Context: an optimization exercise on an open-source flow, tuned for small area, a short achievable clock period and few clock cycles per item. The choices shown serve that exercise and are no tape-out recipe. Only simulation tests tie the RTL to the original design; equivalence was not proved. Power is estimated from default activity; no workload was simulated.

## P
==> module ma_crossover_detector, before the edit <==
module ma_crossover_detector #(
  parameter int DATA_W = alg_pkg::DATA_WIDTH,
  parameter int CTR_W  = alg_pkg::CTR_WIDTH,
  parameter int N_S    = alg_pkg::N_SHORT,
  parameter int N_L    = alg_pkg::N_LONG,
  parameter int OFFSET = alg_pkg::DATA_OFFSET
) (
  input  logic              clk,
  input  logic              rst,
  input  logic              clr,
  input  logic              in_valid,
  output logic              in_ready,
  input  logic [DATA_W-1:0] in_data,
  output logic              ma_valid,
  output logic [DATA_W-1:0] ma_short,
  output logic [DATA_W-1:0] ma_long,
  output logic              ev_valid,
  input  logic              ev_ready,
  output logic              ev_rise,
  output logic [CTR_W-1:0]  ev_index
);
  localparam int SSW = alg_pkg::sum_width(DATA_W, N_S);   
  localparam int SLW = alg_pkg::sum_width(DATA_W, N_L);   
  localparam int LS  = $clog2(N_S);
  localparam int LL  = $clog2(N_L);
  localparam int FW  = LL + 1;                             
  localparam int FQ  = 3;                                  
  logic              ok_q;           
  logic              accept;
  logic [DATA_W-1:0] x0_q;
  logic              v1_q;
  assign in_ready = !rst && !clr && ok_q;
  assign accept   = in_valid && in_ready;
  always_ff @(posedge clk)
    x0_q <= accept ? {!in_data[DATA_W-1],
                      in_data[DATA_W-1] ? in_data[DATA_W-2:0] : ~in_data[DATA_W-2:0]} : '0;
  logic [DATA_W-1:0] tap_s, tap_l;
  logic [FW-1:0]     fill_q;         
  logic [FW-1:0]     fill_d;
  logic              nz_q;           
  logic              ms_q, ml_q;     
  logic [SSW-1:0]    s16_q;
  logic [SLW-1:0]    s32_q;
  logic              v2_q;
  logic [DATA_W-1:0] old_s, old_l;
  logic [SSW-1:0]    base_s;
  logic [SLW-1:0]    base_l;
  ma_window #(.N(N_L), .M(N_S), .W(DATA_W)) u_hist (
    .clk      (clk),
    .shift_en (v1_q),
    .x        (x0_q),
    .tap_m    (tap_s),
    .tap_n    (tap_l)
  );
  assign fill_d = (v1_q && !fill_q[FW-1]) ? fill_q + FW'(1) : fill_q;
  assign old_s  = ms_q ? tap_s : '0;
  assign old_l  = ml_q ? tap_l : '0;
  assign base_s = nz_q ? s16_q : '0;
  assign base_l = nz_q ? s32_q : '0;
  always_ff @(posedge clk) begin
    s16_q <= SSW'(base_s + SSW'(x0_q[DATA_W-2:0]) + {{(SSW-DATA_W+1){1'b1}}, ~old_s[DATA_W-2:0]}
                  + SSW'(x0_q[DATA_W-1]) + SSW'(!old_s[DATA_W-1]));
    s32_q <= SLW'(base_l + SLW'(x0_q[DATA_W-2:0]) + {{(SLW-DATA_W+1){1'b1}}, ~old_l[DATA_W-2:0]}
                  + SLW'(x0_q[DATA_W-1]) + SLW'(!old_l[DATA_W-1]));
  end
  assign ma_valid = v2_q;
  assign ma_short = DATA_W'(s16_q >> LS);
  assign ma_long  = DATA_W'(s32_q >> LL);
  logic gt, prev_q, run_q, item_evt;
  assign gt       = (ma_short > ma_long);
  assign item_evt = run_q && (gt != prev_q);
  logic [FQ-1:0][1:0] fq_evt_q;       
  logic [1:0]         fq_cnt_q;
  logic               ev_valid_q, ev_rise_q;
  logic [CTR_W-1:0]   eidx_q;         
  logic               er_free, has_head, pop;
  logic [1:0]         head;
  logic [1:0]         fq_cnt_d;
  logic [FQ-1:0][1:0] fq_evt_d;
  logic               ev_valid_d;
  logic               ok_d;
  assign er_free  = !ev_valid_q || ev_ready;
  assign has_head = (fq_cnt_q != '0) || v2_q;
  assign head     = (fq_cnt_q != '0) ? fq_evt_q[0] : {item_evt, gt};
  assign pop      = er_free && has_head;
  always_comb begin
    fq_evt_d = fq_evt_q;
    fq_cnt_d = fq_cnt_q;
    if (pop && fq_cnt_q != '0) begin
      for (int i = 0; i < FQ - 1; i++) fq_evt_d[i] = fq_evt_q[i+1];
      fq_cnt_d = fq_cnt_q - 2'd1;
    end
    if (v2_q && !(pop && fq_cnt_q == '0)) begin
      fq_evt_d[fq_cnt_d] = {item_evt, gt};
      fq_cnt_d = fq_cnt_d + 2'd1;
    end
    ev_valid_d = pop ? head[1] : (ev_valid_q && !ev_ready);
    ok_d = (3'(fq_cnt_d) + 3'(accept) + 3'(v1_q)) < 3'(FQ);
  end
  always_ff @(posedge clk or posedge rst) begin
    if (rst) begin
      ok_q       <= 1'b1;
      v1_q       <= 1'b0;
      v2_q       <= 1'b0;
      fill_q     <= '0;
      nz_q       <= 1'b0;
      ms_q       <= 1'b0;
      ml_q       <= 1'b0;
      run_q      <= 1'b0;
      prev_q     <= 1'b0;
      fq_cnt_q   <= '0;
      ev_valid_q <= 1'b0;
      eidx_q     <= '1;
    end else if (clr) begin
      ok_q       <= 1'b1;
      v1_q       <= 1'b0;
      v2_q       <= 1'b0;
      fill_q     <= '0;
      nz_q       <= 1'b0;
      ms_q       <= 1'b0;
      ml_q       <= 1'b0;
      run_q      <= 1'b0;
      prev_q     <= 1'b0;
      fq_cnt_q   <= '0;
      ev_valid_q <= 1'b0;
      eidx_q     <= '1;
    end else begin
      ok_q       <= ok_d;
      v1_q       <= accept;
      v2_q       <= v1_q;
      fill_q     <= fill_d;
      ms_q       <= accept && (fill_d[FW-1] || fill_d[FW-2]);
      ml_q       <= accept && fill_d[FW-1];
      if (v1_q) nz_q <= 1'b1;
      if (v2_q && fill_q[FW-1] && !run_q) begin
        run_q  <= 1'b1;
        prev_q <= gt;
      end else if (v2_q && item_evt) prev_q <= gt;
      fq_cnt_q   <= fq_cnt_d;
      ev_valid_q <= ev_valid_d;
      if (pop) eidx_q <= eidx_q + CTR_W'(1);
    end
  end
  always_ff @(posedge clk) begin
    fq_evt_q <= fq_evt_d;
    if (pop) ev_rise_q <= head[0];
  end
  assign ev_valid = ev_valid_q;
  assign ev_rise  = ev_rise_q;
  assign ev_index = eidx_q;
endmodule
clock: 7.0 ns
lec_check: 0
cap_margin: 20
core_margin: 2
core_utilization: 65
cts_cluster_diameter: 100
cts_cluster_size: 30
setup_slack_margin: 3.8
slew_margin: 20
run.sh (not shown) runs the stock make flow with config.mk's settings and CLKGATE_MAP_FILE= SYNTH_SCRIPT=/design/flow/synth_recipe.tcl, a recipe that flattens the netlist after the stock synthesis.
P finished end to end and its layout was clean on timing, DRC and antenna.
Testbench counts of P, summed over its fixed seeds: cycles 24,016, samples 24,000.
The following lists how Q was set up differently from P:
--- a/flow/design.v
+++ b/flow/design.v
@@ -57,4 +57,9 @@
   localparam int FW  = LL + 1;                             
   localparam int FQ  = 3;                                  
+  function automatic logic [DATA_W-1:0] rectify(input logic [DATA_W-1:0] s);
+    logic signed [DATA_W:0] d;
+    d = $signed({1'b0, s}) - $signed((DATA_W + 1)'(OFFSET));
+    rectify = d[DATA_W] ? DATA_W'(-d) : d[DATA_W-1:0];
+  endfunction
   logic              ok_q;           
   logic              accept;
@@ -68,7 +73,5 @@
   logic [DATA_W-1:0] tap_s, tap_l;
   logic [FW-1:0]     fill_q;         
-  logic [FW-1:0]     fill_d;
   logic              nz_q;           
-  logic              ms_q, ml_q;     
   logic [SSW-1:0]    s16_q;
   logic [SLW-1:0]    s32_q;
@@ -84,7 +87,6 @@
     .tap_n    (tap_l)
   );
-  assign fill_d = (v1_q && !fill_q[FW-1]) ? fill_q + FW'(1) : fill_q;
-  assign old_s  = ms_q ? tap_s : '0;
-  assign old_l  = ml_q ? tap_l : '0;
+  assign old_s  = (v1_q && (fill_q[FW-1] || fill_q[FW-2])) ? tap_s : '0;
+  assign old_l  = (v1_q && fill_q[FW-1]) ? tap_l : '0;
   assign base_s = nz_q ? s16_q : '0;
   assign base_l = nz_q ? s32_q : '0;
@@ -136,6 +138,4 @@
       fill_q     <= '0;
       nz_q       <= 1'b0;
-      ms_q       <= 1'b0;
-      ml_q       <= 1'b0;
       run_q      <= 1'b0;
       prev_q     <= 1'b0;
@@ -149,6 +149,4 @@
       fill_q     <= '0;
       nz_q       <= 1'b0;
-      ms_q       <= 1'b0;
-      ml_q       <= 1'b0;
       run_q      <= 1'b0;
       prev_q     <= 1'b0;
@@ -160,7 +158,5 @@
       v1_q       <= accept;
       v2_q       <= v1_q;
-      fill_q     <= fill_d;
-      ms_q       <= accept && (fill_d[FW-1] || fill_d[FW-2]);
-      ml_q       <= accept && fill_d[FW-1];
+      if (v1_q && !fill_q[FW-1]) fill_q <= fill_q + FW'(1);
       if (v1_q) nz_q <= 1'b1;
       if (v2_q && fill_q[FW-1] && !run_q) begin
[summary]
Q vs. P: register-to-register slack -0.08 ns, post-synthesis net count +23, synthesized cell count +about 2.4%, flip-flop and latch share of the layout cell area -1.2 points.
Between Q and P, it is Q whose number of global-route vias before repair is higher, by about 4%.
Delta (Q minus P): leakage power figure rose by 0.24 nW; flip-flop and latch count dropped 0.46%; post-route non-filler standard cell count went up by 30; per-cell routed wire length dropped 0.87%; sequential share of power lost 1.2 points.
Between Q and P, it is Q whose slew of the pin with the lowest slew margin is higher, by 0.12 ns.
Testbench counts of Q, summed over its fixed seeds: cycles 24,016, samples 24,000.

==> static timing again, ports no longer ideal <==
No port has a modelled driver above. Below, the same layouts with a new extraction and two added sets of constraints.
Step 1: set_driving_cell puts a clkbuf_16 on clk and a buf_2 on each other input, an assumption about the parent block.
Step 2, shift: input delay + t, output delay - t, t = (earliest + latest rising clock arrival at the registers) / 2. This alone moves slack from input paths to output paths.
a / b / c = ideal / step 1 / step 2; a / b = the first two.
run	t (ns)	setup slack, ns	clock arrival spread, ns	worst register clock-pin slew, ns	cell pins on the clock port's net
P	0.567	3.761 / 3.684 / 3.294	0.031 / 0.031	0.11 / 0.11	1
Q	0.569	3.745 / 3.670 / 3.393	0.022 / 0.022	0.12 / 0.12	1
After both steps every run listed still meets setup and hold. The setup slack of P, which loses most, moves by -0.077 ns with the drivers and by -0.467 ns with both steps.
